This is an optimization exercise on Yosys and OpenROAD, whose aim is small area and a short achievable clock period, not a production implementation.
Only simulation tests tie the RTL to the original design; equivalence was not proved.
Power and IR drop assume default switching activity.

==> module router_input_queue, before the edit <==
module router_input_queue (
  input  logic        clk,
  input  logic        rst,
  input  logic        wr_i,
  input  logic [33:0] data_i,
  input  logic        rd_i,
  output logic [33:0] data_o,
  output logic        empty_o,
  output logic        full_o
);
  logic [33:0] mem [4];
  logic [1:0]  rd_ptr;
  logic [1:0]  wr_ptr;
  logic        empty_q;
  logic        full_q;
  logic [3:0]  rd_sel;
  logic [1:0]  used;
  logic        one_left;      
  logic        three_held;    
  assign empty_o = empty_q;
  assign full_o  = full_q;
  always_comb begin
    for (int j = 0; j < 4; j++) begin
      rd_sel[j] = ~empty_q & (rd_ptr == 2'(j));
    end
    data_o = empty_q ? data_i : '0;
    for (int j = 0; j < 4; j++) begin
      data_o = data_o | ({34{rd_sel[j]}} & mem[j]);
    end
  end
  assign used       = wr_ptr - rd_ptr;
  assign one_left   = (used == 2'd1);
  assign three_held = (used == 2'd3);
  logic push_rd, push_nrd;
  logic empty_rd, empty_nrd, full_rd, full_nrd;
  assign push_nrd  = wr_i & ~full_q;
  assign push_rd   = wr_i & ~full_q & ~empty_q;
  assign empty_nrd = empty_q & ~push_nrd;
  assign empty_rd  = empty_q | (one_left & ~push_rd);
  assign full_nrd  = full_q | (three_held & push_nrd);
  assign full_rd   = 1'b0;
  logic [1:0] rd_ptr_rd, wr_ptr_rd, wr_ptr_nrd;
  assign rd_ptr_rd  = empty_q ? rd_ptr : rd_ptr + 1'b1;
  assign wr_ptr_rd  = push_rd ? wr_ptr + 1'b1 : wr_ptr;
  assign wr_ptr_nrd = push_nrd ? wr_ptr + 1'b1 : wr_ptr;
  always_ff @(posedge clk) begin
    if (rst) begin
      rd_ptr  <= '0;
      wr_ptr  <= '0;
      empty_q <= 1'b1;
      full_q  <= 1'b0;
    end else begin
      rd_ptr  <= rd_i ? rd_ptr_rd : rd_ptr;
      wr_ptr  <= rd_i ? wr_ptr_rd : wr_ptr_nrd;
      empty_q <= rd_i ? empty_rd : empty_nrd;
      full_q  <= rd_i ? full_rd : full_nrd;
    end
  end
  always_ff @(posedge clk) begin
    if (wr_i & ~full_o) begin
      mem[wr_ptr] <= data_i;
    end
  end
endmodule
Settings: LEC_CHECK=0, CAP_MARGIN=30, CORE_MARGIN=2, CORE_UTILIZATION=40, SETUP_SLACK_MARGIN=5, SLEW_MARGIN=40; clock period 9.0 ns.
standard.sh (not shown) runs the stock make flow with config.mk's settings and CLKGATE_MAP_FILE= SYNTH_SCRIPT=/design/flow/synth_recipe.tcl, a recipe that flattens the netlist after the stock synthesis.
==> flow/flow/run.sh <==
#!/bin/bash
# Standard ORFS layout with plain buffers on the ports (one per port, as the
# standard flow does), a tighter setup target for the resizer and a clock
# tree built from smaller buffers without dummy loads.
set -euo pipefail
bash standard.sh \
  BUFFER_PORTS_ARGS="-buffer_cell sky130_fd_sc_hd__buf_1" \
  SLEW_MARGIN=40 CAP_MARGIN=30 \
  SETUP_SLACK_MARGIN=5.25 TNS_END_PERCENT=50 \
  CTS_ARGS="-sink_clustering_enable -repair_clock_nets -dont_use_dummy_load -buf_list sky130_fd_sc_hd__clkbuf_8 -sink_clustering_size 12 -sink_clustering_max_diameter 45" \
  finish > flow_make.log 2>&1
Edit:
--- a/flow/design.v
+++ b/flow/design.v
@@ -19,6 +19,8 @@
   logic        one_left;      
   logic        three_held;    
+  logic pop;
   assign empty_o = empty_q;
   assign full_o  = full_q;
+  assign pop = rd_i & ~empty_q;
   always_comb begin
     for (int j = 0; j < 4; j++) begin
@@ -41,8 +43,4 @@
   assign full_nrd  = full_q | (three_held & push_nrd);
   assign full_rd   = 1'b0;
-  logic [1:0] rd_ptr_rd, wr_ptr_rd, wr_ptr_nrd;
-  assign rd_ptr_rd  = empty_q ? rd_ptr : rd_ptr + 1'b1;
-  assign wr_ptr_rd  = push_rd ? wr_ptr + 1'b1 : wr_ptr;
-  assign wr_ptr_nrd = push_nrd ? wr_ptr + 1'b1 : wr_ptr;
   always_ff @(posedge clk) begin
     if (rst) begin
@@ -52,6 +50,10 @@
       full_q  <= 1'b0;
     end else begin
-      rd_ptr  <= rd_i ? rd_ptr_rd : rd_ptr;
-      wr_ptr  <= rd_i ? wr_ptr_rd : wr_ptr_nrd;
+      if (pop) begin
+        rd_ptr <= rd_ptr + 1'b1;
+      end
+      if (rd_i ? push_rd : push_nrd) begin
+        wr_ptr <= wr_ptr + 1'b1;
+      end
       empty_q <= rd_i ? empty_rd : empty_nrd;
       full_q  <= rd_i ? full_rd : full_nrd;
After rerunning: Clock-buffer cell count went down by 3; die area shrinks slightly; clock skew hardly moves; cell count decreases by a few percent; utilization fell by 0.70 points; wire length is about the same; setup slack gains 23 ps; area after synthesis went down slightly; maximum frequency is higher slightly; power goes down by a few percent; register-to-register slack is better by 60 ps; non-clock buffer count decreases by 55.

re-timing with driven ports:
The results above use ideal ports. As a check the final layouts listed here were re-extracted and re-timed, cells and wires unchanged. Step 1, drivers: a clkbuf_16 drives clk and a buf_2 each remaining input, both assumed. Step 2 times the ports against the registers' clock, not the clock port: input delays grow and output delays shrink by t, the midpoint of the rising clock arrivals with the driver on. Three values: ideal ports, drivers, drivers and shift; two values: the first two.
run	t (ns)	setup WS [ns]	clock arrival spread, ns	worst slew at a driven data input, ns	cell pins on the clock port's net
the first run	0.820	5.224 / 5.155 / 4.407	0.133 / 0.133	0.13	1
the second run	0.822	5.246 / 5.182 / 4.456	0.131 / 0.130	0.15	1
After both steps every run listed still meets setup and hold. The setup slack of the first run, which loses most, moves by -0.069 ns with the drivers and by -0.817 ns with both steps.
